Background: an optimization exercise with open tools, aiming at small area, a short achievable clock period and few clock cycles per item. Do not read the settings as production practice. Only simulation tests tie the RTL to the original design; equivalence was not proved. Power is estimated from default activity; no workload was simulated.

## l2_coh_top
module l2_coh_top #(
    parameter bit COMB_D = 1'b1    
) (
    input  logic                             clk_i,
    input  logic                             rst_ni,
    input  logic [43:0]                      a_req_i,
    input  logic                             a_valid_i,
    output logic                             a_ready_o,
    output logic [39:0]                      b_probe_o,
    output logic                             b_valid_o,
    input  logic                             b_ready_i,
    input  logic [2:0]                       c_opcode_i,
    input  logic [5:0]                       c_source_i,
    input  logic                             c_valid_i,
    output logic                             c_ready_o,
    output logic [11:0]                      d_grant_o,
    output logic                             d_valid_o,
    input  logic                             d_ready_i,
    input  logic                             e_valid_i
);
clock: 7.0 ns
lec_check: 0
cap_margin: 20
core_margin: 2
core_utilization: 55
cts_cluster_diameter: 60
cts_cluster_size: 30
place_density: 0.7
setup_slack_margin: 3.55
slew_margin: 20
run.sh (not shown) runs the stock make flow with config.mk's settings and CLKGATE_MAP_FILE= SYNTH_SCRIPT=/design/flow/synth_recipe.tcl, a recipe that flattens the netlist after the stock synthesis.
Testbench counts at the start, summed over its fixed seeds: cycles 23,845, items 8,000.
Next try:
- CORE_UTILIZATION: 55 -> 65
- PLACE_DENSITY: 0.7 -> 0.75
- SETUP_SLACK_MARGIN: 3.55 -> 3.45
- cell area hardly moves
- cell count went down by a few percent
- routed wire length went up by a few percent
- first-iteration DRC count went up by roughly a tenth
- die area went down by about a fifth
- hold slack improves by 0.0063 ns
- global-route usage went up by 6.9 points

* * *

Another version of the RTL of l2_coh_top (not shown whole).
Size in the first run: about 4,300 cells after synthesis, about 2,000 flip-flops, ~120 I/O pins, ~73,000 um2 of cells after synthesis.
## l2_coh_top
module l2_coh_top #(
    parameter bit COMB_D = 1'b1    
) (
    input  logic                             clk_i,
    input  logic                             rst_ni,
    input  logic [43:0]                      a_req_i,
    input  logic                             a_valid_i,
    output logic                             a_ready_o,
    output logic [39:0]                      b_probe_o,
    output logic                             b_valid_o,
    input  logic                             b_ready_i,
    input  logic [2:0]                       c_opcode_i,
    input  logic [5:0]                       c_source_i,
    input  logic                             c_valid_i,
    output logic                             c_ready_o,
    output logic [11:0]                      d_grant_o,
    output logic                             d_valid_o,
    input  logic                             d_ready_i,
    input  logic                             e_valid_i
);
Settings: LEC_CHECK=0, CAP_MARGIN=20, CORE_MARGIN=2, CORE_UTILIZATION=40, PLACE_DENSITY=0.6, SETUP_SLACK_MARGIN=3.7, SLEW_MARGIN=20; clock period 7.0 ns.
Testbench counts at the start, summed over its fixed seeds: cycles 23,845, items 8,000.
Then changed:
Settings changed: SETUP_SLACK_MARGIN 3.7 to 3.5.
Result: The changed run went through all stages and came out clean; maximum frequency goes down by 0.78%; total power goes down by 1.1%; setup slack loses 0.029 ns.

* * *

== run 1 ==
Another version of the RTL of l2_coh_top (not shown whole).
For scale: about 2000 flip-flops, roughly 74000 sq um of cells after synthesis.
clock: 7.0 ns
lec_check: 0
cap_margin: 20
core_margin: 2
core_utilization: 40
cts_cluster_diameter: 60
cts_cluster_size: 30
place_density: 0.6
setup_slack_margin: 3.5
slew_margin: 20
Testbench counts of run 1, summed over its fixed seeds: cycles 23,845, items 8,000.
Setup changes, run 1 to run 2
- a change of PLACE_DENSITY from 0.6 to 0.7
- a change of CORE_UTILIZATION from 40 to 55
==> flow/flow/run.sh (new file) <==
#!/bin/bash
# The standard layout, with the port buffers made of plain buffers
# (buf_4) instead of the delay cells buffer_ports picks by default.
set -euo pipefail
export BUFFER_PORTS_ARGS="-buffer_cell sky130_fd_sc_hd__buf_4"
bash standard.sh finish > standard.log 2>&1
==> flow/standard.sh (new file) <==
#!/bin/bash
# synth_recipe.tcl (not shown) runs the flow's synth.tcl, then flattens the netlist and writes it again
# the make line also repeats each setting of config.mk as NAME=value (left out here)
make -C /OpenROAD-flow-scripts/flow DESIGN_CONFIG=/design/flow/config.mk WORK_HOME=/design/flow/orfs CLKGATE_MAP_FILE= SYNTH_SCRIPT=/design/flow/synth_recipe.tcl "${@:-finish}"
removed: flow/run.sh
### Flow results
On worst hold slack after final layout, run 2 tracks run 1 almost exactly. The relative contribution of the clock network to total power of run 2 is higher than that of run 1. Post-layout minimum cycle time (higher): run 1.
Inputs modified between run 2 and run 3:
- CTS_CLUSTER_SIZE removed (was 30)
- CORE_UTILIZATION changed from 55 to 40
- CTS_CLUSTER_DIAMETER removed (was 60)
- PLACE_DENSITY changed from 0.7 to 0.6
==> flow/run.sh (new file) <==
#!/bin/bash
# synth_recipe.tcl (not shown) runs the flow's synth.tcl, then flattens the netlist and writes it again
# the make line also repeats each setting of config.mk as NAME=value (left out here)
make -C /OpenROAD-flow-scripts/flow DESIGN_CONFIG=/design/flow/config.mk WORK_HOME=/design/flow/orfs CLKGATE_MAP_FILE= SYNTH_SCRIPT=/design/flow/synth_recipe.tcl finish
removed: flow/flow/run.sh
removed: flow/standard.sh
Notes after the runs:
- Higher clock skew among run 3 and run 2: run 2
- Higher final period utilization goes to run 3 over run 2.
- Transition time at the pin with the least slew margin ended up 40 ps higher on run 3 than on run 2.
- The lower final standard cell area without fillers came out of run 2.
- In run 3 the post-synthesis to final-layout area growth turned out 4.2 points higher than in run 2.
- Longest individual stage delay on the worst path: run 2 vs run 3, no meaningful difference
- Every stage of the flow completed for run 3, and the final layout passed the timing, DRC and antenna checks.
- Run 2 went all the way through synthesis, placement and routing and the layout is clean on timing, DRC and antenna.
- Per the comparison of run 3 with run 2, total area of sequential cells ~0 delta, buffer share of cell area increased 0.65 points, clock-buffer cell count shows an increase of 138.
- Comparing setup slack for run 3 and run 2, the smaller number came from run 3.
- In run 3 relative to run 2, final total power had gone up by a few percent.

* * *

== job 3713 ==
Another version of the RTL of l2_coh_top (not shown whole).
Size in the first run: about 4500 cells after synthesis, about 2000 flip-flops, ~120 I/O pins, ~76000 µm² of cells after synthesis.
clock: 7.0 ns
lec_check: 0
cap_margin: 20
core_margin: 2
core_utilization: 65
cts_cluster_diameter: 60
cts_cluster_size: 30
place_density: 0.75
setup_slack_margin: 3.45
slew_margin: 20
Stock flow here: none of the scripts above is used.
Testbench counts of job 3713, summed over its fixed seeds: cycles 23,845, items 8,000.
Changes in job 7140 relative to job 3713:
# job 3713
export LEC_CHECK = 0
export CAP_MARGIN = 20
export CORE_MARGIN = 2
export CORE_UTILIZATION = 65
export CTS_CLUSTER_DIAMETER = 60
export CTS_CLUSTER_SIZE = 30
export PLACE_DENSITY = 0.75
export SETUP_SLACK_MARGIN = 3.45
export SLEW_MARGIN = 20
create_clock -name core_clock -period 7.0 [get_ports {clk_i}]
# job 7140
export LEC_CHECK = 0
export CAP_MARGIN = 20
export CORE_MARGIN = 2
export CORE_UTILIZATION = 55
export CTS_CLUSTER_DIAMETER = 60
export CTS_CLUSTER_SIZE = 30
export PLACE_DENSITY = 0.7
export SETUP_SLACK_MARGIN = 3.4
export SLEW_MARGIN = 20
create_clock -name core_clock -period 7.0 [get_ports {clk_i}]
==> results.txt <==
- For the share of cell area taken by multi-input logic gates, job 7140 came in 0.18 points lower than job 3713 did.
- Note that the die area recorded for job 3713 amounts to 0.848 times the value seen in job 7140.
- Comparing job 3713 against job 7140, there is no change at all in number of synthesized register bits.
- Taking job 3713 as the reference, in job 7140 portion of the clock cycle consumed by the worst path in the final layout moved up, register area shows no meaningful change.

-- afterwards: timing with drivers on the ports --
The flow's constraints put no driver on any port. The routed layouts listed below were extracted and timed again, unchanged, in two steps. Step 1, drivers: a clkbuf_16 drives clk_i and a buf_2 each remaining input, both assumed. Step 2, shift: input delay + t, output delay - t, t = (earliest + latest rising clock arrival at the registers) / 2. This alone moves slack from input paths to output paths. a / b / c = ideal / step 1 / step 2; a / b = the first two.
run	shift t [ns]	slack for setup (ns)	worst data-port slew with drivers (ns)
the first run of note 1	0.865	3.434 / 3.460 / 2.628	0.05
the second run of note 1	0.843	3.424 / 3.393 / 2.688	0.06
the first run of note 2	0.922	3.313 / 3.240 / 2.725	0.07
the second run of note 2	0.939	3.284 / 3.218 / 2.577	0.09
run 1	0.865	3.316 / 3.275 / 2.587	0.05
run 2	0.851	3.388 / 3.355 / 2.594	0.10
run 3	0.922	3.377 / 3.337 / 2.583	0.05
job 3713	0.844	3.414 / 3.414 / 2.668	0.05
job 7140	0.863	3.340 / 3.340 / 2.722	0.05
After both steps setup and hold are still met in every run listed. The setup slack of the first run of note 1, which loses most, moves by +0.026 ns with the drivers and by -0.806 ns with both steps.
